What follows belongs to an exercise in optimizing a design on an open flow for small area and a short achievable clock period; a production flow would make more cautious choices. Only simulation tests tie the RTL to the original design; equivalence was not proved. Power and IR drop assume default switching activity.

$ cat flow/config.mk
export PLATFORM = sky130hd
export DESIGN_NAME = gamma_interp_11bit
export DESIGN_NICKNAME = gamma_interp_11bit
export VERILOG_FILES = /design/flow/design.v
export SDC_FILE = /design/flow/constraint.sdc
export NUM_CORES = 4
export LEC_CHECK = 0
export ABC_AREA = 1
export CAP_MARGIN = 20
export CORE_MARGIN = 2
export CORE_UTILIZATION = 40
export SLEW_MARGIN = 20
$ cat flow/constraint.sdc
create_clock -name core_clock -period 10.0 [get_ports {clk}]
set_input_delay 2.0000 -clock core_clock [delete_from_list [all_inputs] [get_ports {clk}]]
set_output_delay 2.0000 -clock core_clock [all_outputs]
set_load 0.01 [all_outputs]
$ cat flow/design.v
module gamma_interp_11bit #(
  parameter int OUT_W = 10
) (
  input  logic             clk,
  input  logic             rst_n,
  input  logic             i_hs,
  input  logic             i_vs,
  input  logic [4:0]       idx,
  input  logic [10:0]      pixel_in,
  input  logic [10:0]      lowLevel,
  input  logic [10:0]      highLevel,
  input  logic             lut_we,
  input  logic [5:0]       lut_addr,
  input  logic [OUT_W-1:0] lut_wdata,
  input  logic             lut_commit,
  output logic             commit_pending,
  output logic             o_hs,
  output logic             o_vs,
  output logic [OUT_W-1:0] pix_out
);
  localparam int N = 33;
  function automatic logic [9:0] ramp(input int k);
    logic [31:0] v;
    v = 32'(k) * 32;
    if (v > 1023) v = 1023;
    ramp = v[9:0];
  endfunction
  logic [9:0] r_shadow [N];
  logic [9:0] r_active [N];
  logic       r_act_ramp;    
  logic       r_pend;
  logic       r_vs_prev;
  logic       w_copy;
  assign w_copy         = r_pend & r_vs_prev & ~i_vs;
  assign commit_pending = r_pend;
  always_ff @(posedge clk or negedge rst_n) begin
    if (!rst_n) begin
      r_pend    <= 1'b0;
      r_vs_prev <= 1'b0;
    end else begin
      r_pend    <= lut_commit | (r_pend & ~w_copy);
      r_vs_prev <= i_vs;
    end
  end
  always_ff @(posedge clk or negedge rst_n) begin
    if (!rst_n) begin
      for (int k = 0; k < N; k++) r_shadow[k] <= ramp(k);
    end else if (lut_we && lut_addr <= 6'd32) begin
      r_shadow[lut_addr] <= lut_wdata;
    end
  end
  always_ff @(posedge clk or negedge rst_n) begin
    if (!rst_n) r_act_ramp <= 1'b1;
    else if (w_copy) r_act_ramp <= 1'b0;
  end
  always_ff @(posedge clk) begin
    if (w_copy)
      for (int k = 0; k < N; k++) r_active[k] <= r_shadow[k];
  end
  logic [15:0] w_so1;
  logic [16:0] w_se, w_so;
  logic [9:0]  w_ye, w_yo;
  logic [10:0] w_d, w_w;
  logic [4:0]  w_je;
  assign w_je = {1'b0, idx[4:1]} + {4'b0, idx[0]};
  always_comb begin
    for (int j = 0; j < 16; j++) w_so1[j] = (idx[4:1] == 4'(j));
    for (int j = 0; j < 17; j++) begin
      w_so[j] = (j < 16) ? (~r_act_ramp & w_so1[j % 16]) : 1'b0;
      w_se[j] = ~r_act_ramp & (((j < 16) ? (~idx[0] & w_so1[j % 16]) : 1'b0) |
                               ((j > 0) ? (idx[0] & w_so1[(j + 15) % 16]) : 1'b0));
    end
    w_ye = r_act_ramp ? (w_je[4] ? 10'h3ff : {w_je[3:0], 6'b0}) : 10'b0;
    w_yo = r_act_ramp ? {idx[4:1], 1'b1, 5'b0} : 10'b0;
    for (int j = 0; j < 17; j++) w_ye = w_ye | ({10{w_se[j]}} & r_active[2*j]);
    for (int j = 0; j < 16; j++) w_yo = w_yo | ({10{w_so[j]}} & r_active[2*j+1]);
  end
  logic ds_g0_0;
  assign ds_g0_0 = pixel_in[0] & ~lowLevel[0];
  logic ds_g1_0;
  assign ds_g1_0 = pixel_in[1] & ~lowLevel[1];
  logic ds_g2_0;
  assign ds_g2_0 = pixel_in[2] & ~lowLevel[2];
  logic ds_g3_0;
  assign ds_g3_0 = pixel_in[3] & ~lowLevel[3];
  logic ds_g4_0;
  assign ds_g4_0 = pixel_in[4] & ~lowLevel[4];
  logic ds_g5_0;
  assign ds_g5_0 = pixel_in[5] & ~lowLevel[5];
  logic ds_g6_0;
  assign ds_g6_0 = pixel_in[6] & ~lowLevel[6];
  logic ds_g7_0;
  assign ds_g7_0 = pixel_in[7] & ~lowLevel[7];
  logic ds_g8_0;
  assign ds_g8_0 = pixel_in[8] & ~lowLevel[8];
  logic ds_g9_0;
  assign ds_g9_0 = pixel_in[9] & ~lowLevel[9];
  logic ds_g10_0;
  assign ds_g10_0 = pixel_in[10] & ~lowLevel[10];
  logic ds_p0;
  assign ds_p0 = pixel_in[0] ^ ~lowLevel[0];
  logic ds_p1;
  assign ds_p1 = pixel_in[1] ^ ~lowLevel[1];
  logic ds_p2;
  assign ds_p2 = pixel_in[2] ^ ~lowLevel[2];
  logic ds_p3;
  assign ds_p3 = pixel_in[3] ^ ~lowLevel[3];
  logic ds_p4;
  assign ds_p4 = pixel_in[4] ^ ~lowLevel[4];
  logic ds_p5;
  assign ds_p5 = pixel_in[5] ^ ~lowLevel[5];
  logic ds_p6;
  assign ds_p6 = pixel_in[6] ^ ~lowLevel[6];
  logic ds_p7;
  assign ds_p7 = pixel_in[7] ^ ~lowLevel[7];
  logic ds_p8;
  assign ds_p8 = pixel_in[8] ^ ~lowLevel[8];
  logic ds_p9;
  assign ds_p9 = pixel_in[9] ^ ~lowLevel[9];
  logic ds_p10;
  assign ds_p10 = pixel_in[10] ^ ~lowLevel[10];
  logic ds_g0_c;
  assign ds_g0_c = ds_g0_0 | (ds_p0 & 1'b1);
  logic ds_g1_1;
  assign ds_g1_1 = ds_g1_0 | (ds_p1 & ds_g0_c);
  logic ds_q1_1;
  assign ds_q1_1 = ds_p1 & ds_p0;
  logic ds_g3_1;
  assign ds_g3_1 = ds_g3_0 | (ds_p3 & ds_g2_0);
  logic ds_q3_1;
  assign ds_q3_1 = ds_p3 & ds_p2;
  logic ds_g5_1;
  assign ds_g5_1 = ds_g5_0 | (ds_p5 & ds_g4_0);
  logic ds_q5_1;
  assign ds_q5_1 = ds_p5 & ds_p4;
  logic ds_g7_1;
  assign ds_g7_1 = ds_g7_0 | (ds_p7 & ds_g6_0);
  logic ds_q7_1;
  assign ds_q7_1 = ds_p7 & ds_p6;
  logic ds_g9_1;
  assign ds_g9_1 = ds_g9_0 | (ds_p9 & ds_g8_0);
  logic ds_q9_1;
  assign ds_q9_1 = ds_p9 & ds_p8;
  logic ds_g2_2;
  assign ds_g2_2 = ds_g2_0 | (ds_p2 & ds_g1_1);
  logic ds_q2_2;
  assign ds_q2_2 = ds_p2 & ds_q1_1;
  logic ds_g3_2;
  assign ds_g3_2 = ds_g3_1 | (ds_q3_1 & ds_g1_1);
  logic ds_q3_2;
  assign ds_q3_2 = ds_q3_1 & ds_q1_1;
  logic ds_g6_2;
  assign ds_g6_2 = ds_g6_0 | (ds_p6 & ds_g5_1);
  logic ds_q6_2;
  assign ds_q6_2 = ds_p6 & ds_q5_1;
  logic ds_g7_2;
  assign ds_g7_2 = ds_g7_1 | (ds_q7_1 & ds_g5_1);
  logic ds_q7_2;
  assign ds_q7_2 = ds_q7_1 & ds_q5_1;
  logic ds_g10_2;
  assign ds_g10_2 = ds_g10_0 | (ds_p10 & ds_g9_1);
  logic ds_q10_2;
  assign ds_q10_2 = ds_p10 & ds_q9_1;
  logic ds_g4_3;
  assign ds_g4_3 = ds_g4_0 | (ds_p4 & ds_g3_2);
  logic ds_q4_3;
  assign ds_q4_3 = ds_p4 & ds_q3_2;
  logic ds_g5_3;
  assign ds_g5_3 = ds_g5_1 | (ds_q5_1 & ds_g3_2);
  logic ds_q5_3;
  assign ds_q5_3 = ds_q5_1 & ds_q3_2;
  logic ds_g6_3;
  assign ds_g6_3 = ds_g6_2 | (ds_q6_2 & ds_g3_2);
  logic ds_q6_3;
  assign ds_q6_3 = ds_q6_2 & ds_q3_2;
  logic ds_g7_3;
  assign ds_g7_3 = ds_g7_2 | (ds_q7_2 & ds_g3_2);
  logic ds_q7_3;
  assign ds_q7_3 = ds_q7_2 & ds_q3_2;
  logic ds_g8_4;
  assign ds_g8_4 = ds_g8_0 | (ds_p8 & ds_g7_3);
  logic ds_q8_4;
  assign ds_q8_4 = ds_p8 & ds_q7_3;
  logic ds_g9_4;
  assign ds_g9_4 = ds_g9_1 | (ds_q9_1 & ds_g7_3);
  logic ds_q9_4;
  assign ds_q9_4 = ds_q9_1 & ds_q7_3;
  logic ds_g10_4;
  assign ds_g10_4 = ds_g10_2 | (ds_q10_2 & ds_g7_3);
  logic ds_q10_4;
  assign ds_q10_4 = ds_q10_2 & ds_q7_3;
  assign w_d[0] = (ds_p0 ^ 1'b1);
  assign w_d[1] = (ds_p1 ^ ds_g0_c);
  assign w_d[2] = (ds_p2 ^ ds_g1_1);
  assign w_d[3] = (ds_p3 ^ ds_g2_2);
  assign w_d[4] = (ds_p4 ^ ds_g3_2);
  assign w_d[5] = (ds_p5 ^ ds_g4_3);
  assign w_d[6] = (ds_p6 ^ ds_g5_3);
  assign w_d[7] = (ds_p7 ^ ds_g6_3);
  assign w_d[8] = (ds_p8 ^ ds_g7_3);
  assign w_d[9] = (ds_p9 ^ ds_g8_4);
  assign w_d[10] = (ds_p10 ^ ds_g9_4);
  logic ws_g0_0;
  assign ws_g0_0 = highLevel[0] & ~lowLevel[0];
  logic ws_g1_0;
  assign ws_g1_0 = highLevel[1] & ~lowLevel[1];
  logic ws_g2_0;
  assign ws_g2_0 = highLevel[2] & ~lowLevel[2];
  logic ws_g3_0;
  assign ws_g3_0 = highLevel[3] & ~lowLevel[3];
  logic ws_g4_0;
  assign ws_g4_0 = highLevel[4] & ~lowLevel[4];
  logic ws_g5_0;
  assign ws_g5_0 = highLevel[5] & ~lowLevel[5];
  logic ws_g6_0;
  assign ws_g6_0 = highLevel[6] & ~lowLevel[6];
  logic ws_g7_0;
  assign ws_g7_0 = highLevel[7] & ~lowLevel[7];
  logic ws_g8_0;
  assign ws_g8_0 = highLevel[8] & ~lowLevel[8];
  logic ws_g9_0;
  assign ws_g9_0 = highLevel[9] & ~lowLevel[9];
  logic ws_g10_0;
  assign ws_g10_0 = highLevel[10] & ~lowLevel[10];
  logic ws_p0;
  assign ws_p0 = highLevel[0] ^ ~lowLevel[0];
  logic ws_p1;
  assign ws_p1 = highLevel[1] ^ ~lowLevel[1];
  logic ws_p2;
  assign ws_p2 = highLevel[2] ^ ~lowLevel[2];
  logic ws_p3;
  assign ws_p3 = highLevel[3] ^ ~lowLevel[3];
  logic ws_p4;
  assign ws_p4 = highLevel[4] ^ ~lowLevel[4];
  logic ws_p5;
  assign ws_p5 = highLevel[5] ^ ~lowLevel[5];
  logic ws_p6;
  assign ws_p6 = highLevel[6] ^ ~lowLevel[6];
  logic ws_p7;
  assign ws_p7 = highLevel[7] ^ ~lowLevel[7];
  logic ws_p8;
  assign ws_p8 = highLevel[8] ^ ~lowLevel[8];
  logic ws_p9;
  assign ws_p9 = highLevel[9] ^ ~lowLevel[9];
  logic ws_p10;
  assign ws_p10 = highLevel[10] ^ ~lowLevel[10];
  logic ws_g0_c;
  assign ws_g0_c = ws_g0_0 | (ws_p0 & 1'b1);
  logic ws_g1_1;
  assign ws_g1_1 = ws_g1_0 | (ws_p1 & ws_g0_c);
  logic ws_q1_1;
  assign ws_q1_1 = ws_p1 & ws_p0;
  logic ws_g3_1;
  assign ws_g3_1 = ws_g3_0 | (ws_p3 & ws_g2_0);
  logic ws_q3_1;
  assign ws_q3_1 = ws_p3 & ws_p2;
  logic ws_g5_1;
  assign ws_g5_1 = ws_g5_0 | (ws_p5 & ws_g4_0);
  logic ws_q5_1;
  assign ws_q5_1 = ws_p5 & ws_p4;
  logic ws_g7_1;
  assign ws_g7_1 = ws_g7_0 | (ws_p7 & ws_g6_0);
  logic ws_q7_1;
  assign ws_q7_1 = ws_p7 & ws_p6;
  logic ws_g9_1;
  assign ws_g9_1 = ws_g9_0 | (ws_p9 & ws_g8_0);
  logic ws_q9_1;
  assign ws_q9_1 = ws_p9 & ws_p8;
  logic ws_g2_2;
  assign ws_g2_2 = ws_g2_0 | (ws_p2 & ws_g1_1);
  logic ws_q2_2;
  assign ws_q2_2 = ws_p2 & ws_q1_1;
  logic ws_g3_2;
  assign ws_g3_2 = ws_g3_1 | (ws_q3_1 & ws_g1_1);
  logic ws_q3_2;
  assign ws_q3_2 = ws_q3_1 & ws_q1_1;
  logic ws_g6_2;
  assign ws_g6_2 = ws_g6_0 | (ws_p6 & ws_g5_1);
  logic ws_q6_2;
  assign ws_q6_2 = ws_p6 & ws_q5_1;
  logic ws_g7_2;
  assign ws_g7_2 = ws_g7_1 | (ws_q7_1 & ws_g5_1);
  logic ws_q7_2;
  assign ws_q7_2 = ws_q7_1 & ws_q5_1;
  logic ws_g10_2;
  assign ws_g10_2 = ws_g10_0 | (ws_p10 & ws_g9_1);
  logic ws_q10_2;
  assign ws_q10_2 = ws_p10 & ws_q9_1;
  logic ws_g4_3;
  assign ws_g4_3 = ws_g4_0 | (ws_p4 & ws_g3_2);
  logic ws_q4_3;
  assign ws_q4_3 = ws_p4 & ws_q3_2;
  logic ws_g5_3;
  assign ws_g5_3 = ws_g5_1 | (ws_q5_1 & ws_g3_2);
  logic ws_q5_3;
  assign ws_q5_3 = ws_q5_1 & ws_q3_2;
  logic ws_g6_3;
  assign ws_g6_3 = ws_g6_2 | (ws_q6_2 & ws_g3_2);
  logic ws_q6_3;
  assign ws_q6_3 = ws_q6_2 & ws_q3_2;
  logic ws_g7_3;
  assign ws_g7_3 = ws_g7_2 | (ws_q7_2 & ws_g3_2);
  logic ws_q7_3;
  assign ws_q7_3 = ws_q7_2 & ws_q3_2;
  logic ws_g8_4;
  assign ws_g8_4 = ws_g8_0 | (ws_p8 & ws_g7_3);
  logic ws_q8_4;
  assign ws_q8_4 = ws_p8 & ws_q7_3;
  logic ws_g9_4;
  assign ws_g9_4 = ws_g9_1 | (ws_q9_1 & ws_g7_3);
  logic ws_q9_4;
  assign ws_q9_4 = ws_q9_1 & ws_q7_3;
  logic ws_g10_4;
  assign ws_g10_4 = ws_g10_2 | (ws_q10_2 & ws_g7_3);
  logic ws_q10_4;
  assign ws_q10_4 = ws_q10_2 & ws_q7_3;
  assign w_w[0] = (ws_p0 ^ 1'b1);
  assign w_w[1] = (ws_p1 ^ ws_g0_c);
  assign w_w[2] = (ws_p2 ^ ws_g1_1);
  assign w_w[3] = (ws_p3 ^ ws_g2_2);
  assign w_w[4] = (ws_p4 ^ ws_g3_2);
  assign w_w[5] = (ws_p5 ^ ws_g4_3);
  assign w_w[6] = (ws_p6 ^ ws_g5_3);
  assign w_w[7] = (ws_p7 ^ ws_g6_3);
  assign w_w[8] = (ws_p8 ^ ws_g7_3);
  assign w_w[9] = (ws_p9 ^ ws_g8_4);
  assign w_w[10] = (ws_p10 ^ ws_g9_4);
  logic [9:0]  r_ye_1, r_yo_1;
  logic        r_b_1;
  logic [10:0] r_d_1;
  logic [10:0] r_w_1;
  logic        r_wz_1;
  logic        r_blank_1;
  always_ff @(posedge clk) begin
    r_ye_1 <= w_ye;
    r_yo_1 <= w_yo;
    r_b_1  <= idx[0];
    r_d_1  <= w_d;
    r_w_1  <= w_w;
    r_wz_1 <= (highLevel == lowLevel);
  end
  always_ff @(posedge clk or negedge rst_n) begin
    if (!rst_n) r_blank_1 <= 1'b1;
    else        r_blank_1 <= ~(i_hs & i_vs);
  end
  logic [9:0]         w_y0, w_y1;
  logic [10:0]        w_x;
  logic [20:0]        w_y0x;
  logic [20:0]        w_yr;
  logic [12:0]        w_db;
  logic [5:0]         w_one, w_two, w_ng;
  logic [11:0]        w_pp0, w_pp1, w_pp2, w_pp3, w_pp4, w_pp5;
  logic [22:0]        w_sa, w_sb;
  logic [3:0]         w_s;
  always_comb begin
    w_s = '0;
    for (int i = 0; i < 11; i++)
      if (r_w_1[i]) w_s = 4'(i);
  end
  assign w_y0  = r_b_1 ? r_yo_1 : r_ye_1;
  assign w_y1  = r_b_1 ? r_ye_1 : r_yo_1;
  assign w_y0x = {10'b0, w_y0, 1'b1};
  assign w_yr  = (w_y0x << w_s) >> 1;
  assign w_db  = r_wz_1 ? 13'b0 : {1'b0, r_d_1, 1'b0};
  logic xs_g0_0;
  assign xs_g0_0 = w_y1[0] & ~w_y0[0];
  logic xs_g1_0;
  assign xs_g1_0 = w_y1[1] & ~w_y0[1];
  logic xs_g2_0;
  assign xs_g2_0 = w_y1[2] & ~w_y0[2];
  logic xs_g3_0;
  assign xs_g3_0 = w_y1[3] & ~w_y0[3];
  logic xs_g4_0;
  assign xs_g4_0 = w_y1[4] & ~w_y0[4];
  logic xs_g5_0;
  assign xs_g5_0 = w_y1[5] & ~w_y0[5];
  logic xs_g6_0;
  assign xs_g6_0 = w_y1[6] & ~w_y0[6];
  logic xs_g7_0;
  assign xs_g7_0 = w_y1[7] & ~w_y0[7];
  logic xs_g8_0;
  assign xs_g8_0 = w_y1[8] & ~w_y0[8];
  logic xs_g9_0;
  assign xs_g9_0 = w_y1[9] & ~w_y0[9];
  logic xs_g10_0;
  assign xs_g10_0 = 1'b0 & 1'b1;
  logic xs_p0;
  assign xs_p0 = w_y1[0] ^ ~w_y0[0];
  logic xs_p1;
  assign xs_p1 = w_y1[1] ^ ~w_y0[1];
  logic xs_p2;
  assign xs_p2 = w_y1[2] ^ ~w_y0[2];
  logic xs_p3;
  assign xs_p3 = w_y1[3] ^ ~w_y0[3];
  logic xs_p4;
  assign xs_p4 = w_y1[4] ^ ~w_y0[4];
  logic xs_p5;
  assign xs_p5 = w_y1[5] ^ ~w_y0[5];
  logic xs_p6;
  assign xs_p6 = w_y1[6] ^ ~w_y0[6];
  logic xs_p7;
  assign xs_p7 = w_y1[7] ^ ~w_y0[7];
  logic xs_p8;
  assign xs_p8 = w_y1[8] ^ ~w_y0[8];
  logic xs_p9;
  assign xs_p9 = w_y1[9] ^ ~w_y0[9];
  logic xs_p10;
  assign xs_p10 = 1'b0 ^ 1'b1;
  logic xs_g0_c;
  assign xs_g0_c = xs_g0_0 | (xs_p0 & 1'b1);
  logic xs_g1_1;
  assign xs_g1_1 = xs_g1_0 | (xs_p1 & xs_g0_c);
  logic xs_q1_1;
  assign xs_q1_1 = xs_p1 & xs_p0;
  logic xs_g3_1;
  assign xs_g3_1 = xs_g3_0 | (xs_p3 & xs_g2_0);
  logic xs_q3_1;
  assign xs_q3_1 = xs_p3 & xs_p2;
  logic xs_g5_1;
  assign xs_g5_1 = xs_g5_0 | (xs_p5 & xs_g4_0);
  logic xs_q5_1;
  assign xs_q5_1 = xs_p5 & xs_p4;
  logic xs_g7_1;
  assign xs_g7_1 = xs_g7_0 | (xs_p7 & xs_g6_0);
  logic xs_q7_1;
  assign xs_q7_1 = xs_p7 & xs_p6;
  logic xs_g9_1;
  assign xs_g9_1 = xs_g9_0 | (xs_p9 & xs_g8_0);
  logic xs_q9_1;
  assign xs_q9_1 = xs_p9 & xs_p8;
  logic xs_g2_2;
  assign xs_g2_2 = xs_g2_0 | (xs_p2 & xs_g1_1);
  logic xs_q2_2;
  assign xs_q2_2 = xs_p2 & xs_q1_1;
  logic xs_g3_2;
  assign xs_g3_2 = xs_g3_1 | (xs_q3_1 & xs_g1_1);
  logic xs_q3_2;
  assign xs_q3_2 = xs_q3_1 & xs_q1_1;
  logic xs_g6_2;
  assign xs_g6_2 = xs_g6_0 | (xs_p6 & xs_g5_1);
  logic xs_q6_2;
  assign xs_q6_2 = xs_p6 & xs_q5_1;
  logic xs_g7_2;
  assign xs_g7_2 = xs_g7_1 | (xs_q7_1 & xs_g5_1);
  logic xs_q7_2;
  assign xs_q7_2 = xs_q7_1 & xs_q5_1;
  logic xs_g10_2;
  assign xs_g10_2 = xs_g10_0 | (xs_p10 & xs_g9_1);
  logic xs_q10_2;
  assign xs_q10_2 = xs_p10 & xs_q9_1;
  logic xs_g4_3;
  assign xs_g4_3 = xs_g4_0 | (xs_p4 & xs_g3_2);
  logic xs_q4_3;
  assign xs_q4_3 = xs_p4 & xs_q3_2;
  logic xs_g5_3;
  assign xs_g5_3 = xs_g5_1 | (xs_q5_1 & xs_g3_2);
  logic xs_q5_3;
  assign xs_q5_3 = xs_q5_1 & xs_q3_2;
  logic xs_g6_3;
  assign xs_g6_3 = xs_g6_2 | (xs_q6_2 & xs_g3_2);
  logic xs_q6_3;
  assign xs_q6_3 = xs_q6_2 & xs_q3_2;
  logic xs_g7_3;
  assign xs_g7_3 = xs_g7_2 | (xs_q7_2 & xs_g3_2);
  logic xs_q7_3;
  assign xs_q7_3 = xs_q7_2 & xs_q3_2;
  logic xs_g8_4;
  assign xs_g8_4 = xs_g8_0 | (xs_p8 & xs_g7_3);
  logic xs_q8_4;
  assign xs_q8_4 = xs_p8 & xs_q7_3;
  logic xs_g9_4;
  assign xs_g9_4 = xs_g9_1 | (xs_q9_1 & xs_g7_3);
  logic xs_q9_4;
  assign xs_q9_4 = xs_q9_1 & xs_q7_3;
  logic xs_g10_4;
  assign xs_g10_4 = xs_g10_2 | (xs_q10_2 & xs_g7_3);
  logic xs_q10_4;
  assign xs_q10_4 = xs_q10_2 & xs_q7_3;
  assign w_x[0] = (xs_p0 ^ 1'b1);
  assign w_x[1] = (xs_p1 ^ xs_g0_c);
  assign w_x[2] = (xs_p2 ^ xs_g1_1);
  assign w_x[3] = (xs_p3 ^ xs_g2_2);
  assign w_x[4] = (xs_p4 ^ xs_g3_2);
  assign w_x[5] = (xs_p5 ^ xs_g4_3);
  assign w_x[6] = (xs_p6 ^ xs_g5_3);
  assign w_x[7] = (xs_p7 ^ xs_g6_3);
  assign w_x[8] = (xs_p8 ^ xs_g7_3);
  assign w_x[9] = (xs_p9 ^ xs_g8_4);
  assign w_x[10] = (xs_p10 ^ xs_g9_4);
  always_comb begin
    for (int j = 0; j < 6; j++) begin
      w_one[j] = w_db[2*j+1] ^ w_db[2*j];
      w_two[j] = (w_db[2*j+2] & ~w_db[2*j+1] & ~w_db[2*j]) |
                 (~w_db[2*j+2] & w_db[2*j+1] & w_db[2*j]);
      w_ng[j]  = w_db[2*j+2] & ~(w_db[2*j+1] & w_db[2*j]);
    end
  end
  function automatic logic [11:0] bpp(input logic [10:0] x, input logic one,
                                      input logic two, input logic ng);
    logic [11:0] m;
    m = one ? {x[10], x} : (two ? {x, 1'b0} : 12'b0);
    bpp = m ^ {12{ng}};
  endfunction
  assign w_pp0 = bpp(w_x, w_one[0], w_two[0], w_ng[0]);
  assign w_pp1 = bpp(w_x, w_one[1], w_two[1], w_ng[1]);
  assign w_pp2 = bpp(w_x, w_one[2], w_two[2], w_ng[2]);
  assign w_pp3 = bpp(w_x, w_one[3], w_two[3], w_ng[3]);
  assign w_pp4 = bpp(w_x, w_one[4], w_two[4], w_ng[4]);
  assign w_pp5 = bpp(w_x, w_one[5], w_two[5], w_ng[5]);
  logic t0s;
  assign t0s = w_pp0[10] ^ w_pp1[8];
  logic t0c;
  assign t0c = w_pp0[10] & w_pp1[8];
  logic t1s;
  assign t1s = w_pp0[11] ^ w_pp1[9];
  logic t1c;
  assign t1c = w_pp0[11] & w_pp1[9];
  logic t2s;
  assign t2s = w_pp0[11] ^ w_pp1[10];
  logic t2c;
  assign t2c = w_pp0[11] & w_pp1[10];
  logic t3s;
  assign t3s = ~w_pp0[11] ^ ~w_pp1[11];
  logic t3c;
  assign t3c = ~w_pp0[11] & ~w_pp1[11];
  logic t4s;
  assign t4s = w_pp0[6] ^ w_pp1[4];
  logic t4c;
  assign t4c = w_pp0[6] & w_pp1[4];
  logic t5s;
  assign t5s = w_pp0[7] ^ w_pp1[5];
  logic t5c;
  assign t5c = w_pp0[7] & w_pp1[5];
  logic t6s;
  assign t6s = w_pp0[8] ^ w_pp1[6] ^ w_pp2[4];
  logic t6c;
  assign t6c = (w_pp0[8] & w_pp1[6]) | (w_pp0[8] & w_pp2[4]) | (w_pp1[6] & w_pp2[4]);
  logic t7s;
  assign t7s = w_pp3[2] ^ w_pp4[0];
  logic t7c;
  assign t7c = w_pp3[2] & w_pp4[0];
  logic t8s;
  assign t8s = w_pp0[9] ^ w_pp1[7] ^ w_pp2[5];
  logic t8c;
  assign t8c = (w_pp0[9] & w_pp1[7]) | (w_pp0[9] & w_pp2[5]) | (w_pp1[7] & w_pp2[5]);
  logic t9s;
  assign t9s = w_pp3[3] ^ w_pp4[1];
  logic t9c;
  assign t9c = w_pp3[3] & w_pp4[1];
  logic t10s;
  assign t10s = w_pp2[6] ^ w_pp3[4] ^ w_pp4[2];
  logic t10c;
  assign t10c = (w_pp2[6] & w_pp3[4]) | (w_pp2[6] & w_pp4[2]) | (w_pp3[4] & w_pp4[2]);
  logic t11s;
  assign t11s = w_pp5[0] ^ w_ng[5] ^ t0s;
  logic t11c;
  assign t11c = (w_pp5[0] & w_ng[5]) | (w_pp5[0] & t0s) | (w_ng[5] & t0s);
  logic t12s;
  assign t12s = w_pp2[7] ^ w_pp3[5] ^ w_pp4[3];
  logic t12c;
  assign t12c = (w_pp2[7] & w_pp3[5]) | (w_pp2[7] & w_pp4[3]) | (w_pp3[5] & w_pp4[3]);
  logic t13s;
  assign t13s = w_pp5[1] ^ t0c ^ t1s;
  logic t13c;
  assign t13c = (w_pp5[1] & t0c) | (w_pp5[1] & t1s) | (t0c & t1s);
  logic t14s;
  assign t14s = w_pp2[8] ^ w_pp3[6] ^ w_pp4[4];
  logic t14c;
  assign t14c = (w_pp2[8] & w_pp3[6]) | (w_pp2[8] & w_pp4[4]) | (w_pp3[6] & w_pp4[4]);
  logic t15s;
  assign t15s = w_pp5[2] ^ t1c ^ t2s;
  logic t15c;
  assign t15c = (w_pp5[2] & t1c) | (w_pp5[2] & t2s) | (t1c & t2s);
  logic t16s;
  assign t16s = w_pp2[9] ^ w_pp3[7] ^ w_pp4[5];
  logic t16c;
  assign t16c = (w_pp2[9] & w_pp3[7]) | (w_pp2[9] & w_pp4[5]) | (w_pp3[7] & w_pp4[5]);
  logic t17s;
  assign t17s = w_pp5[3] ^ t2c ^ t3s;
  logic t17c;
  assign t17c = (w_pp5[3] & t2c) | (w_pp5[3] & t3s) | (t2c & t3s);
  logic t18s;
  assign t18s = 1'b1 ^ w_pp2[10] ^ w_pp3[8];
  logic t18c;
  assign t18c = (1'b1 & w_pp2[10]) | (1'b1 & w_pp3[8]) | (w_pp2[10] & w_pp3[8]);
  logic t19s;
  assign t19s = w_pp4[6] ^ w_pp5[4] ^ t3c;
  logic t19c;
  assign t19c = (w_pp4[6] & w_pp5[4]) | (w_pp4[6] & t3c) | (w_pp5[4] & t3c);
  logic t20s;
  assign t20s = ~w_pp2[11] ^ w_pp3[9] ^ w_pp4[7];
  logic t20c;
  assign t20c = (~w_pp2[11] & w_pp3[9]) | (~w_pp2[11] & w_pp4[7]) | (w_pp3[9] & w_pp4[7]);
  logic t21s;
  assign t21s = 1'b1 ^ w_pp3[10];
  logic t21c;
  assign t21c = 1'b1 & w_pp3[10];
  logic t22s;
  assign t22s = w_pp0[4] ^ w_pp1[2];
  logic t22c;
  assign t22c = w_pp0[4] & w_pp1[2];
  logic t23s;
  assign t23s = w_pp0[5] ^ w_pp1[3];
  logic t23c;
  assign t23c = w_pp0[5] & w_pp1[3];
  logic t24s;
  assign t24s = w_pp2[2] ^ w_pp3[0] ^ w_ng[3];
  logic t24c;
  assign t24c = (w_pp2[2] & w_pp3[0]) | (w_pp2[2] & w_ng[3]) | (w_pp3[0] & w_ng[3]);
  logic t25s;
  assign t25s = w_pp2[3] ^ w_pp3[1] ^ t4c;
  logic t25c;
  assign t25c = (w_pp2[3] & w_pp3[1]) | (w_pp2[3] & t4c) | (w_pp3[1] & t4c);
  logic t26s;
  assign t26s = w_ng[4] ^ t5c ^ t6s;
  logic t26c;
  assign t26c = (w_ng[4] & t5c) | (w_ng[4] & t6s) | (t5c & t6s);
  logic t27s;
  assign t27s = t6c ^ t7c ^ t8s;
  logic t27c;
  assign t27c = (t6c & t7c) | (t6c & t8s) | (t7c & t8s);
  logic t28s;
  assign t28s = t8c ^ t9c ^ t10s;
  logic t28c;
  assign t28c = (t8c & t9c) | (t8c & t10s) | (t9c & t10s);
  logic t29s;
  assign t29s = t10c ^ t11c ^ t12s;
  logic t29c;
  assign t29c = (t10c & t11c) | (t10c & t12s) | (t11c & t12s);
  logic t30s;
  assign t30s = t12c ^ t13c ^ t14s;
  logic t30c;
  assign t30c = (t12c & t13c) | (t12c & t14s) | (t13c & t14s);
  logic t31s;
  assign t31s = t14c ^ t15c ^ t16s;
  logic t31c;
  assign t31c = (t14c & t15c) | (t14c & t16s) | (t15c & t16s);
  logic t32s;
  assign t32s = t16c ^ t17c ^ t18s;
  logic t32c;
  assign t32c = (t16c & t17c) | (t16c & t18s) | (t17c & t18s);
  logic t33s;
  assign t33s = w_pp5[5] ^ t18c ^ t19c;
  logic t33c;
  assign t33c = (w_pp5[5] & t18c) | (w_pp5[5] & t19c) | (t18c & t19c);
  logic t34s;
  assign t34s = w_pp4[8] ^ w_pp5[6] ^ t20c;
  logic t34c;
  assign t34c = (w_pp4[8] & w_pp5[6]) | (w_pp4[8] & t20c) | (w_pp5[6] & t20c);
  logic t35s;
  assign t35s = ~w_pp3[11] ^ w_pp4[9] ^ w_pp5[7];
  logic t35c;
  assign t35c = (~w_pp3[11] & w_pp4[9]) | (~w_pp3[11] & w_pp5[7]) | (w_pp4[9] & w_pp5[7]);
  logic t36s;
  assign t36s = 1'b1 ^ w_pp4[10];
  logic t36c;
  assign t36c = 1'b1 & w_pp4[10];
  logic t37s;
  assign t37s = w_pp0[2] ^ w_pp1[0];
  logic t37c;
  assign t37c = w_pp0[2] & w_pp1[0];
  logic t38s;
  assign t38s = w_pp0[3] ^ w_pp1[1];
  logic t38c;
  assign t38c = w_pp0[3] & w_pp1[1];
  logic t39s;
  assign t39s = w_pp2[0] ^ w_ng[2] ^ t22s;
  logic t39c;
  assign t39c = (w_pp2[0] & w_ng[2]) | (w_pp2[0] & t22s) | (w_ng[2] & t22s);
  logic t40s;
  assign t40s = w_pp2[1] ^ t22c ^ t23s;
  logic t40c;
  assign t40c = (w_pp2[1] & t22c) | (w_pp2[1] & t23s) | (t22c & t23s);
  logic t41s;
  assign t41s = t4s ^ t23c ^ t24s;
  logic t41c;
  assign t41c = (t4s & t23c) | (t4s & t24s) | (t23c & t24s);
  logic t42s;
  assign t42s = t5s ^ t24c ^ t25s;
  logic t42c;
  assign t42c = (t5s & t24c) | (t5s & t25s) | (t24c & t25s);
  logic t43s;
  assign t43s = t7s ^ t25c ^ t26s;
  logic t43c;
  assign t43c = (t7s & t25c) | (t7s & t26s) | (t25c & t26s);
  logic t44s;
  assign t44s = t9s ^ t26c ^ t27s;
  logic t44c;
  assign t44c = (t9s & t26c) | (t9s & t27s) | (t26c & t27s);
  logic t45s;
  assign t45s = t11s ^ t27c ^ t28s;
  logic t45c;
  assign t45c = (t11s & t27c) | (t11s & t28s) | (t27c & t28s);
  logic t46s;
  assign t46s = t13s ^ t28c ^ t29s;
  logic t46c;
  assign t46c = (t13s & t28c) | (t13s & t29s) | (t28c & t29s);
  logic t47s;
  assign t47s = t15s ^ t29c ^ t30s;
  logic t47c;
  assign t47c = (t15s & t29c) | (t15s & t30s) | (t29c & t30s);
  logic t48s;
  assign t48s = t17s ^ t30c ^ t31s;
  logic t48c;
  assign t48c = (t17s & t30c) | (t17s & t31s) | (t30c & t31s);
  logic t49s;
  assign t49s = t19s ^ t31c ^ t32s;
  logic t49c;
  assign t49c = (t19s & t31c) | (t19s & t32s) | (t31c & t32s);
  logic t50s;
  assign t50s = t20s ^ t32c ^ t33s;
  logic t50c;
  assign t50c = (t20s & t32c) | (t20s & t33s) | (t32c & t33s);
  logic t51s;
  assign t51s = t21s ^ t33c ^ t34s;
  logic t51c;
  assign t51c = (t21s & t33c) | (t21s & t34s) | (t33c & t34s);
  logic t52s;
  assign t52s = t21c ^ t34c ^ t35s;
  logic t52c;
  assign t52c = (t21c & t34c) | (t21c & t35s) | (t34c & t35s);
  logic t53s;
  assign t53s = w_pp5[8] ^ t35c ^ t36s;
  logic t53c;
  assign t53c = (w_pp5[8] & t35c) | (w_pp5[8] & t36s) | (t35c & t36s);
  logic t54s;
  assign t54s = ~w_pp4[11] ^ w_pp5[9] ^ t36c;
  logic t54c;
  assign t54c = (~w_pp4[11] & w_pp5[9]) | (~w_pp4[11] & t36c) | (w_pp5[9] & t36c);
  logic t55s;
  assign t55s = 1'b1 ^ w_pp5[10];
  logic t55c;
  assign t55c = 1'b1 & w_pp5[10];
  assign w_sa[0] = w_pp0[0];
  assign w_sb[0] = w_ng[0];
  assign w_sa[1] = w_pp0[1];
  assign w_sb[1] = 1'b0;
  assign w_sa[2] = w_ng[1];
  assign w_sb[2] = t37s;
  assign w_sa[3] = t37c;
  assign w_sb[3] = t38s;
  assign w_sa[4] = t38c;
  assign w_sb[4] = t39s;
  assign w_sa[5] = t39c;
  assign w_sb[5] = t40s;
  assign w_sa[6] = t40c;
  assign w_sb[6] = t41s;
  assign w_sa[7] = t41c;
  assign w_sb[7] = t42s;
  assign w_sa[8] = t42c;
  assign w_sb[8] = t43s;
  assign w_sa[9] = t43c;
  assign w_sb[9] = t44s;
  assign w_sa[10] = t44c;
  assign w_sb[10] = t45s;
  assign w_sa[11] = t45c;
  assign w_sb[11] = t46s;
  assign w_sa[12] = t46c;
  assign w_sb[12] = t47s;
  assign w_sa[13] = t47c;
  assign w_sb[13] = t48s;
  assign w_sa[14] = t48c;
  assign w_sb[14] = t49s;
  assign w_sa[15] = t49c;
  assign w_sb[15] = t50s;
  assign w_sa[16] = t50c;
  assign w_sb[16] = t51s;
  assign w_sa[17] = t51c;
  assign w_sb[17] = t52s;
  assign w_sa[18] = t52c;
  assign w_sb[18] = t53s;
  assign w_sa[19] = t53c;
  assign w_sb[19] = t54s;
  assign w_sa[20] = t54c;
  assign w_sb[20] = t55s;
  assign w_sa[21] = ~w_pp5[11];
  assign w_sb[21] = t55c;
  assign w_sa[22] = 1'b1;
  assign w_sb[22] = 1'b0;
  logic [22:0] r_sa_2, r_sb_2;
  logic [20:0] r_yr_2;
  logic [3:0]  r_s_2;
  logic        r_blank_2;
  always_ff @(posedge clk) begin
    r_sa_2 <= w_sa;
    r_sb_2 <= w_sb;
    r_yr_2 <= w_yr;
    r_s_2  <= w_s;
  end
  always_ff @(posedge clk or negedge rst_n) begin
    if (!rst_n) r_blank_2 <= 1'b1;
    else        r_blank_2 <= r_blank_1;
  end
  logic [22:0]        w_yr2, w_ta, w_tb, w_t;
  logic [9:0]         w_pix;
  assign w_yr2 = {2'b0, r_yr_2};
  assign w_ta  = r_sa_2 ^ r_sb_2 ^ w_yr2;
  assign w_tb  = {((r_sa_2[21:0] & r_sb_2[21:0]) | (r_sa_2[21:0] & w_yr2[21:0]) |
                   (r_sb_2[21:0] & w_yr2[21:0])), 1'b0};
  logic ts_g0_0;
  assign ts_g0_0 = w_ta[0] & w_tb[0];
  logic ts_g1_0;
  assign ts_g1_0 = w_ta[1] & w_tb[1];
  logic ts_g2_0;
  assign ts_g2_0 = w_ta[2] & w_tb[2];
  logic ts_g3_0;
  assign ts_g3_0 = w_ta[3] & w_tb[3];
  logic ts_g4_0;
  assign ts_g4_0 = w_ta[4] & w_tb[4];
  logic ts_g5_0;
  assign ts_g5_0 = w_ta[5] & w_tb[5];
  logic ts_g6_0;
  assign ts_g6_0 = w_ta[6] & w_tb[6];
  logic ts_g7_0;
  assign ts_g7_0 = w_ta[7] & w_tb[7];
  logic ts_g8_0;
  assign ts_g8_0 = w_ta[8] & w_tb[8];
  logic ts_g9_0;
  assign ts_g9_0 = w_ta[9] & w_tb[9];
  logic ts_g10_0;
  assign ts_g10_0 = w_ta[10] & w_tb[10];
  logic ts_g11_0;
  assign ts_g11_0 = w_ta[11] & w_tb[11];
  logic ts_g12_0;
  assign ts_g12_0 = w_ta[12] & w_tb[12];
  logic ts_g13_0;
  assign ts_g13_0 = w_ta[13] & w_tb[13];
  logic ts_g14_0;
  assign ts_g14_0 = w_ta[14] & w_tb[14];
  logic ts_g15_0;
  assign ts_g15_0 = w_ta[15] & w_tb[15];
  logic ts_g16_0;
  assign ts_g16_0 = w_ta[16] & w_tb[16];
  logic ts_g17_0;
  assign ts_g17_0 = w_ta[17] & w_tb[17];
  logic ts_g18_0;
  assign ts_g18_0 = w_ta[18] & w_tb[18];
  logic ts_g19_0;
  assign ts_g19_0 = w_ta[19] & w_tb[19];
  logic ts_g20_0;
  assign ts_g20_0 = w_ta[20] & w_tb[20];
  logic ts_g21_0;
  assign ts_g21_0 = w_ta[21] & w_tb[21];
  logic ts_g22_0;
  assign ts_g22_0 = w_ta[22] & w_tb[22];
  logic ts_p0;
  assign ts_p0 = w_ta[0] ^ w_tb[0];
  logic ts_p1;
  assign ts_p1 = w_ta[1] ^ w_tb[1];
  logic ts_p2;
  assign ts_p2 = w_ta[2] ^ w_tb[2];
  logic ts_p3;
  assign ts_p3 = w_ta[3] ^ w_tb[3];
  logic ts_p4;
  assign ts_p4 = w_ta[4] ^ w_tb[4];
  logic ts_p5;
  assign ts_p5 = w_ta[5] ^ w_tb[5];
  logic ts_p6;
  assign ts_p6 = w_ta[6] ^ w_tb[6];
  logic ts_p7;
  assign ts_p7 = w_ta[7] ^ w_tb[7];
  logic ts_p8;
  assign ts_p8 = w_ta[8] ^ w_tb[8];
  logic ts_p9;
  assign ts_p9 = w_ta[9] ^ w_tb[9];
  logic ts_p10;
  assign ts_p10 = w_ta[10] ^ w_tb[10];
  logic ts_p11;
  assign ts_p11 = w_ta[11] ^ w_tb[11];
  logic ts_p12;
  assign ts_p12 = w_ta[12] ^ w_tb[12];
  logic ts_p13;
  assign ts_p13 = w_ta[13] ^ w_tb[13];
  logic ts_p14;
  assign ts_p14 = w_ta[14] ^ w_tb[14];
  logic ts_p15;
  assign ts_p15 = w_ta[15] ^ w_tb[15];
  logic ts_p16;
  assign ts_p16 = w_ta[16] ^ w_tb[16];
  logic ts_p17;
  assign ts_p17 = w_ta[17] ^ w_tb[17];
  logic ts_p18;
  assign ts_p18 = w_ta[18] ^ w_tb[18];
  logic ts_p19;
  assign ts_p19 = w_ta[19] ^ w_tb[19];
  logic ts_p20;
  assign ts_p20 = w_ta[20] ^ w_tb[20];
  logic ts_p21;
  assign ts_p21 = w_ta[21] ^ w_tb[21];
  logic ts_p22;
  assign ts_p22 = w_ta[22] ^ w_tb[22];
  logic ts_g1_1;
  assign ts_g1_1 = ts_g1_0 | (ts_p1 & ts_g0_0);
  logic ts_q1_1;
  assign ts_q1_1 = ts_p1 & ts_p0;
  logic ts_g3_1;
  assign ts_g3_1 = ts_g3_0 | (ts_p3 & ts_g2_0);
  logic ts_q3_1;
  assign ts_q3_1 = ts_p3 & ts_p2;
  logic ts_g5_1;
  assign ts_g5_1 = ts_g5_0 | (ts_p5 & ts_g4_0);
  logic ts_q5_1;
  assign ts_q5_1 = ts_p5 & ts_p4;
  logic ts_g7_1;
  assign ts_g7_1 = ts_g7_0 | (ts_p7 & ts_g6_0);
  logic ts_q7_1;
  assign ts_q7_1 = ts_p7 & ts_p6;
  logic ts_g9_1;
  assign ts_g9_1 = ts_g9_0 | (ts_p9 & ts_g8_0);
  logic ts_q9_1;
  assign ts_q9_1 = ts_p9 & ts_p8;
  logic ts_g11_1;
  assign ts_g11_1 = ts_g11_0 | (ts_p11 & ts_g10_0);
  logic ts_q11_1;
  assign ts_q11_1 = ts_p11 & ts_p10;
  logic ts_g13_1;
  assign ts_g13_1 = ts_g13_0 | (ts_p13 & ts_g12_0);
  logic ts_q13_1;
  assign ts_q13_1 = ts_p13 & ts_p12;
  logic ts_g15_1;
  assign ts_g15_1 = ts_g15_0 | (ts_p15 & ts_g14_0);
  logic ts_q15_1;
  assign ts_q15_1 = ts_p15 & ts_p14;
  logic ts_g17_1;
  assign ts_g17_1 = ts_g17_0 | (ts_p17 & ts_g16_0);
  logic ts_q17_1;
  assign ts_q17_1 = ts_p17 & ts_p16;
  logic ts_g19_1;
  assign ts_g19_1 = ts_g19_0 | (ts_p19 & ts_g18_0);
  logic ts_q19_1;
  assign ts_q19_1 = ts_p19 & ts_p18;
  logic ts_g21_1;
  assign ts_g21_1 = ts_g21_0 | (ts_p21 & ts_g20_0);
  logic ts_q21_1;
  assign ts_q21_1 = ts_p21 & ts_p20;
  logic ts_g2_2;
  assign ts_g2_2 = ts_g2_0 | (ts_p2 & ts_g1_1);
  logic ts_q2_2;
  assign ts_q2_2 = ts_p2 & ts_q1_1;
  logic ts_g3_2;
  assign ts_g3_2 = ts_g3_1 | (ts_q3_1 & ts_g1_1);
  logic ts_q3_2;
  assign ts_q3_2 = ts_q3_1 & ts_q1_1;
  logic ts_g6_2;
  assign ts_g6_2 = ts_g6_0 | (ts_p6 & ts_g5_1);
  logic ts_q6_2;
  assign ts_q6_2 = ts_p6 & ts_q5_1;
  logic ts_g7_2;
  assign ts_g7_2 = ts_g7_1 | (ts_q7_1 & ts_g5_1);
  logic ts_q7_2;
  assign ts_q7_2 = ts_q7_1 & ts_q5_1;
  logic ts_g10_2;
  assign ts_g10_2 = ts_g10_0 | (ts_p10 & ts_g9_1);
  logic ts_q10_2;
  assign ts_q10_2 = ts_p10 & ts_q9_1;
  logic ts_g11_2;
  assign ts_g11_2 = ts_g11_1 | (ts_q11_1 & ts_g9_1);
  logic ts_q11_2;
  assign ts_q11_2 = ts_q11_1 & ts_q9_1;
  logic ts_g14_2;
  assign ts_g14_2 = ts_g14_0 | (ts_p14 & ts_g13_1);
  logic ts_q14_2;
  assign ts_q14_2 = ts_p14 & ts_q13_1;
  logic ts_g15_2;
  assign ts_g15_2 = ts_g15_1 | (ts_q15_1 & ts_g13_1);
  logic ts_q15_2;
  assign ts_q15_2 = ts_q15_1 & ts_q13_1;
  logic ts_g18_2;
  assign ts_g18_2 = ts_g18_0 | (ts_p18 & ts_g17_1);
  logic ts_q18_2;
  assign ts_q18_2 = ts_p18 & ts_q17_1;
  logic ts_g19_2;
  assign ts_g19_2 = ts_g19_1 | (ts_q19_1 & ts_g17_1);
  logic ts_q19_2;
  assign ts_q19_2 = ts_q19_1 & ts_q17_1;
  logic ts_g22_2;
  assign ts_g22_2 = ts_g22_0 | (ts_p22 & ts_g21_1);
  logic ts_q22_2;
  assign ts_q22_2 = ts_p22 & ts_q21_1;
  logic ts_g4_3;
  assign ts_g4_3 = ts_g4_0 | (ts_p4 & ts_g3_2);
  logic ts_q4_3;
  assign ts_q4_3 = ts_p4 & ts_q3_2;
  logic ts_g5_3;
  assign ts_g5_3 = ts_g5_1 | (ts_q5_1 & ts_g3_2);
  logic ts_q5_3;
  assign ts_q5_3 = ts_q5_1 & ts_q3_2;
  logic ts_g6_3;
  assign ts_g6_3 = ts_g6_2 | (ts_q6_2 & ts_g3_2);
  logic ts_q6_3;
  assign ts_q6_3 = ts_q6_2 & ts_q3_2;
  logic ts_g7_3;
  assign ts_g7_3 = ts_g7_2 | (ts_q7_2 & ts_g3_2);
  logic ts_q7_3;
  assign ts_q7_3 = ts_q7_2 & ts_q3_2;
  logic ts_g12_3;
  assign ts_g12_3 = ts_g12_0 | (ts_p12 & ts_g11_2);
  logic ts_q12_3;
  assign ts_q12_3 = ts_p12 & ts_q11_2;
  logic ts_g13_3;
  assign ts_g13_3 = ts_g13_1 | (ts_q13_1 & ts_g11_2);
  logic ts_q13_3;
  assign ts_q13_3 = ts_q13_1 & ts_q11_2;
  logic ts_g14_3;
  assign ts_g14_3 = ts_g14_2 | (ts_q14_2 & ts_g11_2);
  logic ts_q14_3;
  assign ts_q14_3 = ts_q14_2 & ts_q11_2;
  logic ts_g15_3;
  assign ts_g15_3 = ts_g15_2 | (ts_q15_2 & ts_g11_2);
  logic ts_q15_3;
  assign ts_q15_3 = ts_q15_2 & ts_q11_2;
  logic ts_g20_3;
  assign ts_g20_3 = ts_g20_0 | (ts_p20 & ts_g19_2);
  logic ts_q20_3;
  assign ts_q20_3 = ts_p20 & ts_q19_2;
  logic ts_g21_3;
  assign ts_g21_3 = ts_g21_1 | (ts_q21_1 & ts_g19_2);
  logic ts_q21_3;
  assign ts_q21_3 = ts_q21_1 & ts_q19_2;
  logic ts_g22_3;
  assign ts_g22_3 = ts_g22_2 | (ts_q22_2 & ts_g19_2);
  logic ts_q22_3;
  assign ts_q22_3 = ts_q22_2 & ts_q19_2;
  logic ts_g8_4;
  assign ts_g8_4 = ts_g8_0 | (ts_p8 & ts_g7_3);
  logic ts_q8_4;
  assign ts_q8_4 = ts_p8 & ts_q7_3;
  logic ts_g9_4;
  assign ts_g9_4 = ts_g9_1 | (ts_q9_1 & ts_g7_3);
  logic ts_q9_4;
  assign ts_q9_4 = ts_q9_1 & ts_q7_3;
  logic ts_g10_4;
  assign ts_g10_4 = ts_g10_2 | (ts_q10_2 & ts_g7_3);
  logic ts_q10_4;
  assign ts_q10_4 = ts_q10_2 & ts_q7_3;
  logic ts_g11_4;
  assign ts_g11_4 = ts_g11_2 | (ts_q11_2 & ts_g7_3);
  logic ts_q11_4;
  assign ts_q11_4 = ts_q11_2 & ts_q7_3;
  logic ts_g12_4;
  assign ts_g12_4 = ts_g12_3 | (ts_q12_3 & ts_g7_3);
  logic ts_q12_4;
  assign ts_q12_4 = ts_q12_3 & ts_q7_3;
  logic ts_g13_4;
  assign ts_g13_4 = ts_g13_3 | (ts_q13_3 & ts_g7_3);
  logic ts_q13_4;
  assign ts_q13_4 = ts_q13_3 & ts_q7_3;
  logic ts_g14_4;
  assign ts_g14_4 = ts_g14_3 | (ts_q14_3 & ts_g7_3);
  logic ts_q14_4;
  assign ts_q14_4 = ts_q14_3 & ts_q7_3;
  logic ts_g15_4;
  assign ts_g15_4 = ts_g15_3 | (ts_q15_3 & ts_g7_3);
  logic ts_q15_4;
  assign ts_q15_4 = ts_q15_3 & ts_q7_3;
  logic ts_g16_5;
  assign ts_g16_5 = ts_g16_0 | (ts_p16 & ts_g15_4);
  logic ts_q16_5;
  assign ts_q16_5 = ts_p16 & ts_q15_4;
  logic ts_g17_5;
  assign ts_g17_5 = ts_g17_1 | (ts_q17_1 & ts_g15_4);
  logic ts_q17_5;
  assign ts_q17_5 = ts_q17_1 & ts_q15_4;
  logic ts_g18_5;
  assign ts_g18_5 = ts_g18_2 | (ts_q18_2 & ts_g15_4);
  logic ts_q18_5;
  assign ts_q18_5 = ts_q18_2 & ts_q15_4;
  logic ts_g19_5;
  assign ts_g19_5 = ts_g19_2 | (ts_q19_2 & ts_g15_4);
  logic ts_q19_5;
  assign ts_q19_5 = ts_q19_2 & ts_q15_4;
  logic ts_g20_5;
  assign ts_g20_5 = ts_g20_3 | (ts_q20_3 & ts_g15_4);
  logic ts_q20_5;
  assign ts_q20_5 = ts_q20_3 & ts_q15_4;
  logic ts_g21_5;
  assign ts_g21_5 = ts_g21_3 | (ts_q21_3 & ts_g15_4);
  logic ts_q21_5;
  assign ts_q21_5 = ts_q21_3 & ts_q15_4;
  logic ts_g22_5;
  assign ts_g22_5 = ts_g22_3 | (ts_q22_3 & ts_g15_4);
  logic ts_q22_5;
  assign ts_q22_5 = ts_q22_3 & ts_q15_4;
  assign w_t[0] = ts_p0;
  assign w_t[1] = (ts_p1 ^ ts_g0_0);
  assign w_t[2] = (ts_p2 ^ ts_g1_1);
  assign w_t[3] = (ts_p3 ^ ts_g2_2);
  assign w_t[4] = (ts_p4 ^ ts_g3_2);
  assign w_t[5] = (ts_p5 ^ ts_g4_3);
  assign w_t[6] = (ts_p6 ^ ts_g5_3);
  assign w_t[7] = (ts_p7 ^ ts_g6_3);
  assign w_t[8] = (ts_p8 ^ ts_g7_3);
  assign w_t[9] = (ts_p9 ^ ts_g8_4);
  assign w_t[10] = (ts_p10 ^ ts_g9_4);
  assign w_t[11] = (ts_p11 ^ ts_g10_4);
  assign w_t[12] = (ts_p12 ^ ts_g11_4);
  assign w_t[13] = (ts_p13 ^ ts_g12_4);
  assign w_t[14] = (ts_p14 ^ ts_g13_4);
  assign w_t[15] = (ts_p15 ^ ts_g14_4);
  assign w_t[16] = (ts_p16 ^ ts_g15_4);
  assign w_t[17] = (ts_p17 ^ ts_g16_5);
  assign w_t[18] = (ts_p18 ^ ts_g17_5);
  assign w_t[19] = (ts_p19 ^ ts_g18_5);
  assign w_t[20] = (ts_p20 ^ ts_g19_5);
  assign w_t[21] = (ts_p21 ^ ts_g20_5);
  assign w_t[22] = (ts_p22 ^ ts_g21_5);
  logic [10:0] w_sh;
  logic [9:0]  w_r;
  logic        w_over;
  always_comb begin
    for (int k = 0; k < 11; k++) w_sh[k] = (r_s_2 == 4'(k));
    w_r = '0;
    for (int i = 0; i < 10; i++)
      for (int k = 0; k < 11; k++)
        w_r[i] = w_r[i] | (w_sh[k] & w_t[i+k]);
    w_over = 1'b0;
    for (int i = 10; i < 22; i++)
      for (int k = 0; k < 11; k++)
        if (i >= 10 + k) w_over = w_over | (w_sh[k] & w_t[i]);
    if (r_blank_2 | w_t[22]) w_pix = '0;
    else if (w_over)         w_pix = 10'h3ff;
    else                     w_pix = w_r;
  end
  logic [2:0] r_hs_d, r_vs_d;
  logic [9:0] r_pix;
  always_ff @(posedge clk or negedge rst_n) begin
    if (!rst_n) begin
      r_hs_d <= '0;
      r_vs_d <= '0;
      r_pix  <= '0;
    end else begin
      r_hs_d <= {r_hs_d[1:0], i_hs};
      r_vs_d <= {r_vs_d[1:0], i_vs};
      r_pix  <= w_pix;
    end
  end
  assign o_hs    = r_hs_d[2];
  assign o_vs    = r_vs_d[2];
  assign pix_out = r_pix;
endmodule
$ cat flow/flow/run.sh
#!/bin/bash
set -euo pipefail
mapfile -t EXTRA < <(grep -v '^#' flow/extra.txt | grep .)
bash standard.sh "${EXTRA[@]}" finish > standard.log 2>&1
$ cat flow/flow/extra.txt
SETUP_SLACK_MARGIN=6.5
ADDER_MAP_FILE=
BUFFER_PORTS_ARGS=-buffer_cell sky130_fd_sc_hd__buf_4
$ cat flow/standard.sh
#!/bin/bash
# synth_recipe.tcl (not shown) runs the flow's synth.tcl, then flattens the netlist and writes it again
# the make line also repeats each setting of config.mk as NAME=value (left out here)
make -C /OpenROAD-flow-scripts/flow DESIGN_CONFIG=/design/flow/config.mk WORK_HOME=/design/flow/orfs CLKGATE_MAP_FILE= SYNTH_SCRIPT=/design/flow/synth_recipe.tcl "${@:-finish}"
==> impl_metrics.tcl, run 1 <==
set metrics [dict create \
    status "complete, no violations" \
    final_common_cell "nand2_1" \
    fin_setup_tns_ns 0 \
    synth-seq-area-share_pct 59.31 \
    drtIter0Drc 2232 \
    root_buffer "clkbuf_16" \
    routed_wl_microns 98230 \
    syn-num-nets 3957 \
    grt_pass1_vias 25624 \
    pwr-share-comb_pct 37.1 \
    die_width_microns 301.4 \
    netlist_instances 3897 \
    fp-row-count 109 \
    antenna_found_initial 2 \
    clockPowerShare_pct 27.6 \
    vias 27379 \
    core_area_sq_um 87970 \
    startpoint_type "primary input" \
    fin_area_sq_um 41220 \
    min-delay-path-class "register to register" \
    layout_common_cells "1,201 x nand2_1, 411 x o21ai_0, 330 x edfxtp_1" \
    firstDrtPassIters 6 \
    avgViaCountPerCell 5.187 \
    start_util_pct 40.22 \
    synth.distinct_cells 62 \
    place.gp.congestion 0.9015 \
    holdWs_ns 0.3564 \
    wl_per_cell_microns 18.61 \
    dp_cells 5041 \
    grt_start_max_net_pins 171 \
    boundaryPins 73 \
    placed_area_sq_um 37200 \
    async_reset_ff_share_pct 44.30 \
    clk_pin_slew_ns 0.06 \
    cts_buffers 83 \
    required_ns 10.48 \
    h-tree-depth 3 \
    hold_viol_final 0 \
    worst_pin_slew_ns 1.315 \
    critPathKind "primary input to register" \
    grt_usage_pct 20.76 \
    fmax_mhz 281.9 \
    worstPathMaxFanout 10 \
    port_buffers 72 \
    synth-seq-cells 790 \
    drv_cap 0 \
    nNetsFinal 4103 \
    finalSetupViolations 0 \
    netlist_area_sq_um 35380 \
    switching_share_pct 38.60 \
    power.density_nw_per_um2 276.8 \
    setup.worst_path.end_class "register" \
    peakVddDrop_uv 199.2 \
    ctsHoldBuffers 0 \
    p_sw_uw 4404 \
    leakage_uw 0.01816 \
    drive_gt1_share_pct 14.93 \
    clock_skew_ns 0.03602 \
    hpwl_microns 62820 \
    fin_ws_ns 6.453 \
    postRouteAntennaNets 0 \
    cp.arrival_ns 4.03 \
    finalMaxSlewViolations 0 \
    cts_tree "done" \
    seqPwrFrac_pct 35.4 \
    die-area_sq_um 90850 \
    ys_warn_count 3 \
    grt.overflow.total 0 \
    internal_power_uw 7006 \
    area_delta_synth_final_pct 16.51 \
    final.period_utilization_pct 35.47 \
    drc 0 \
    grt_setup_unrepaired "true" \
    preCtsSetupSlack_ns 5.340 \
    syn_area_per_cell_sq_um 9.080 \
    fin_crit_ns 3.547 \
    clock_latency_ns 0.65 \
    die_h_microns 301.4 \
    synth-edff-count 330 \
    clockBufferDepth 3 \
    grt_pass1_wl_microns 146400 \
    clock-sinks 790 \
    slew-limit-headroom_pct 12.21 \
    fin_cells 5278 \
    ys.flop_type "edfxtp_1" \
]
worst max-delay path, stage by stage:
cell	delay [ns]
buf_4	0.20
nand2_1	0.15
inv_1	0.10
nor2_2	0.06
inv_2	0.17
buf_4	0.16
nor2_1	0.04
buf_4	0.18
nand2_1	0.07
nand4_1	0.11
a211oi_1	0.62
nand3_1	0.16
per-layer routing:
metal | up-vias | GRT usage, % | wire length (microns)
li1 | 13289 | - | -
met1 | 13202 | 28.21 | 42910
met2 | 758 | 34.73 | 47440
met3 | 128 | 3.069 | 5658
met4 | 2 | 5.484 | 2211
met5 | - | 0 | 14
repair_timing:
action,in CTS,in global routing
gates resized for setup,54,85
hold endpoints to repair,0,0
gates cloned,1,16
buffers inserted,14,51
setup endpoints to repair,495,402
pin swaps,8,51
stage by stage:
stage,total power (uW),utilization (%)
after global routing,12260,46.86
after global placement,8179,42.29
final,11410,46.86
after floorplan,7190,-
after CTS,11430,45.89
after detailed placement,8254,42.29
power by group through the flow:
stage          sequential (uW)  clock, uW  combinational (uW)
2_1_floorplan             4040          0                3150
3_3_place_gp              4080          0                4100
3_5_place_dp              4090          0                4160
4_1_cts                   4030       3200                4190
5_1_grt                   4080       3330                4850
6_report                  4030       3140                4230
worst paths after layout:
path	startpoint	end	slack (ns)	cells past startpoint
min in group asynchronous	rst_n	r_shadow[10][7]$_DFFE_PN0P_	1.41	1
max in group asynchronous	rst_n	r_shadow[27][1]$_DFFE_PN0P_	6.98	2
hold reg to reg	r_hs_d[1]$_DFF_PN0_	r_hs_d[2]$_DFF_PN0_	0.36	0
hold / removal	r_hs_d[1]$_DFF_PN0_	r_hs_d[2]$_DFF_PN0_	0.36	0
setup reg to reg	r_d_1[1]$_DFF_P_	r_sb_2[13]$_DFF_P_	6.72	19
setup / recovery	idx[0]	r_ye_1[1]$_DFF_P_	6.45	12
cell type report:
cell class | instances | area [sq um]
clock buffer | 121 | 2457
timing repair inverter | 1 | 7.507
inverter | 368 | 1400
antenna | 1 | 2.502
sequential | 790 | 20990
tap | 1165 | 1458
fill | 8333 | 46740
timing repair buffer | 169 | 1360
clock inverter | 33 | 364.1
multi-input combinational | 2630 | 13190
kinds of logic (layout without fill, tap and decap cells):
logic type	count (synthesis)	in the layout	share of synthesized area [%]
and+or+nand+nor	1852	1868	22.01
AOI/OAI and AO/OA	665	665	10.82
adders and majority gates	1	1	0.02829
buffers and inverters	493	692	5.424
DFF	790	790	59.31
xor gates and xnor gates	92	92	2.298
muxes	4	4	0.1132
other	0	1	0
cell usage after synthesis (4+ instances only):
cell | instances | area, sq um
nand2_2 | 38 | 237.7
o211ai_1 | 8 | 60.06
o221ai_1 | 4 | 35.03
xnor2_1 | 19 | 166.4
nand2_1 | 1209 | 4538
nand3_1 | 218 | 1091
nor3_1 | 17 | 85.08
clkbuf_1 | 112 | 420.4
nand2_4 | 11 | 123.9
inv_2 | 22 | 82.58
or2_2 | 9 | 56.30
dfxtp_1 | 110 | 2202
mux2i_1 | 4 | 40.04
edfxtp_1 | 330 | 9910
a221oi_1 | 34 | 297.8
o21a_1 | 4 | 30.03
nor2_1 | 244 | 915.9
o22ai_1 | 37 | 231.5
dfstp_2 | 93 | 2444
a22o_1 | 24 | 210.2
dfrtp_1 | 257 | 6431
nor2_2 | 6 | 37.54
o21ai_0 | 422 | 2112
nand3_2 | 13 | 130.1
buf_6 | 6 | 67.56
clkinv_1 | 10 | 37.54
nand4_1 | 71 | 444.2
xor2_1 | 72 | 630.6
inv_1 | 332 | 1246
a211oi_1 | 11 | 82.58
a21oi_1 | 62 | 310.3
o21ai_1 | 12 | 60.06
nand3b_1 | 6 | 45.04
o21ai_2 | 15 | 131.4
o21bai_1 | 4 | 30.03
flip-flops by register name (all words and copies together), names as in the netlist, 3 cells and up:
| name | count |
|---|---|
| r_ye_1 | 10 |
| r_active | 330 |
| r_d_1 | 11 |
| r_w_1 | 10 |
| r_yo_1 | 10 |
| r_sa_2 | 22 |
| r_sb_2 | 21 |
| r_yr_2 | 20 |
| r_vs_d | 3 |
| r_pix | 10 |
| r_hs_d | 3 |
| r_shadow | 330 |
| r_s_2 | 4 |
==> inputs of run 2 (changes only) <==
==> flow/flow/extra.txt (replaced) <==
SETUP_SLACK_MARGIN=7.0
ADDER_MAP_FILE=
BUFFER_PORTS_ARGS=-buffer_cell sky130_fd_sc_hd__buf_4
--- a/flow/config.mk
+++ b/flow/config.mk
@@ -10,3 +10,4 @@
 export CORE_MARGIN = 2
 export CORE_UTILIZATION = 40
 export SLEW_MARGIN = 20
+export TNS_END_PERCENT = 5
==> impl_metrics.tcl, run 2 <==
set metrics [dict create \
    fin_area_sq_um 41700 \
    startpoint_type "primary input" \
    hpwl_microns 62690 \
    final_common_cell "nand2_1" \
    fp-row-count 109 \
    grt_usage_pct 21.12 \
    netlist_area_sq_um 35380 \
    clock_skew_ns 0.03619 \
    synth-seq-area-share_pct 59.31 \
    synth.area.top_cells "edfxtp_1 28%, dfrtp_1 18%, nand2_1 13%" \
    die_h_microns 301.4 \
    finalMaxSlewViolations 0 \
    reg_top3 "r_active: 330 flops, r_shadow: 330 flops, r_sa_2: 22 flops" \
    grt_setup_unrepaired "true" \
    drtIter0Drc 2398 \
    cpPeakStageDelay_ns 0.28 \
    layout_common_cells "1,191 x nand2_1, 419 x o21ai_0, 330 x edfxtp_1" \
    start_util_pct 40.22 \
    firstDrtPassIters 6 \
    die_width_microns 301.4 \
    holdPathStages 0 \
    peakVddDrop_uv 239.3 \
    core_area_sq_um 87970 \
    synth_common_cells "1,209 x nand2_1, 422 x o21ai_0, 332 x inv_1" \
    grt_start_max_net_pins 145 \
    crit_buf_inv 2 \
    critPathKind "primary input to register" \
    die-area_sq_um 90850 \
    cts_buffers 83 \
    async_reset_ff_share_pct 44.30 \
    synth.top_cell.area_share_pct 28.01 \
    port_buffers 72 \
    antenna_found_initial 0 \
    area_delta_synth_final_pct 17.85 \
    drv_cap 0 \
    slew-limit-headroom_pct 27.71 \
    routed_wl_microns 99590 \
    grt_pass1_vias 25540 \
    hold_viol_final 0 \
    synth.distinct_cells 62 \
    regToRegEndpoint "r_sa_2[15]$_DFF_P_" \
    clockBufferDepth 3 \
    yosysTopAreaCell "edfxtp_1" \
    synth-edff-count 330 \
    slowest_stage "a221oi_2" \
    syn_area_per_cell_sq_um 9.080 \
    status "complete, no violations" \
    grt_pass1_wl_microns 147900 \
    boundaryPins 73 \
    p_total_uw 11340 \
    required_ns 10.49 \
    synth-seq-cells 790 \
    crit_family "simple AND/OR/NAND/NOR gates" \
    clock_latency_ns 0.65 \
    nNetsFinal 4131 \
    worst_pin_slew_ns 1.080 \
    setup.worst_path.end_class "register" \
    ys.flop_type "edfxtp_1" \
    placed_area_sq_um 37170 \
    finalSetupViolations 0 \
    whs_endpoint "r_vs_d[2]$_DFF_PN0_" \
    root_buffer "clkbuf_16" \
    wl_per_cell_microns 18.76 \
    clock-sinks 790 \
    drc 0 \
    ctsHoldBuffers 0 \
    syn-num-nets 3957 \
    regToRegSetupSlack_ns 6.73 \
    final.period_utilization_pct 34.59 \
    cts_tree "done" \
    h-tree-depth 3 \
]
-- run 2: cell counts after synthesis --
No cell type changed its count.
-- run 2: layout make-up --
cell class / count / area, sq um
repair buffers: 196 / 1683
inverters: 368 / 1439
flip-flops and latches: 790 / 20990
clock buffers: 124 / 2394
fillers: 8249 / 46260
repair inverters: 2 / 25.02
clock inverters: 32 / 319.1
diodes: 1 / 2.502
well taps: 1165 / 1458
multi-input cells: 2630 / 13400
-- run 2: through the flow --
stage          utilization [%]  cells  hold WS (ns)  worst slack (ns)
4_1_cts                  45.61   5225        0.3534             5.909
3_5_place_dp             42.25   5045        0.3358             5.092
2_1_floorplan                -   3897        0.3312             2.707
6_report                 47.41   5308        0.3495             6.541
5_1_grt                  47.40   5307        0.3609             6.440
3_3_place_gp             42.25   5045        0.3321             4.622
-- run 2: cell families (layout without fill, tap and decap cells) --
kind of cell | Yosys count | after routing | synth area share (%)
AND/OR/NAND/NOR | 1852 | 1868 | 22.01
flip-flops | 790 | 790 | 59.31
AO/OA/AOI/OAI | 665 | 665 | 10.82
buffers and inverters | 493 | 722 | 5.424
XOR/XNOR | 92 | 92 | 2.298
multiplexers | 4 | 4 | 0.1132
adder cells (fa/ha/maj) | 1 | 1 | 0.02829
other | 0 | 1 | 0
-- run 2: worst max-delay path by stage --
stage                start                           to  cells past startpoint
2_1_floorplan         i_vs     r_active[0][0]$_DFFE_PP_                      1
3_3_place_gp   lut_addr[3]  r_shadow[10][6]$_DFFE_PN1P_                      8
3_5_place_dp   lut_addr[3]   r_shadow[4][3]$_DFFE_PN0P_                      8
4_1_cts             idx[2]            r_ye_1[8]$_DFF_P_                     12
5_1_grt        pixel_in[1]            r_d_1[10]$_DFF_P_                     18
6_report            idx[2]            r_yo_1[9]$_DFF_P_                     13
-- run 2: worst reg2reg max path, delay by kind of cell, from the launching register on --
kind,cells,cell delay [ns]
buffers and inverters,4,0.45
AO/OA/AOI/OAI,3,0.84
AND/OR/NAND/NOR,10,1.34
flip-flops,1,0.55
-- run 2: per-layer routing --
layer	share of wire, %	GRT usage (%)
met1	43	28.12
met2	49	36.37
met3	6.2	3.271
met4	1.9	4.549
met5	0	0
-- run 2: power breakdown --
group	internal (uW)	total (uW)	leakage, uW	switching (uW)
registers	3840	4030	0.00852	188
clock network	1750	3040	0.00133	1290
logic	1330	4270	0.00854	2950
total	6920	11300	0.0184	4420
-- run 2: repair_timing --
item	4_1_cts	5_1_grt
gates resized for setup	17	230
cloned	5	15
pin swaps	5	80
setup buffers	19	67
setup endpoints to repair	709	744

==> what the ideal ports hide <==
Ports are ideal in the flow. The routed layouts listed here were re-timed in OpenROAD. Step 1: set_driving_cell puts a clkbuf_16 on clk and a buf_2 on each other input, an assumption about the parent block. Step 2 times the ports against the registers' clock, not the clock port: input delays grow and output delays shrink by t, the midpoint of the rising clock arrivals with the driver on. a / b / c = no drivers / after step 1 / after step 2; a / b = the first two.
run	t (ns)	setup WS [ns]
run 1	0.696	6.453 / 6.456 / 5.760
run 2	0.695	6.541 / 6.469 / 5.774
After both steps every run listed still meets setup and hold.
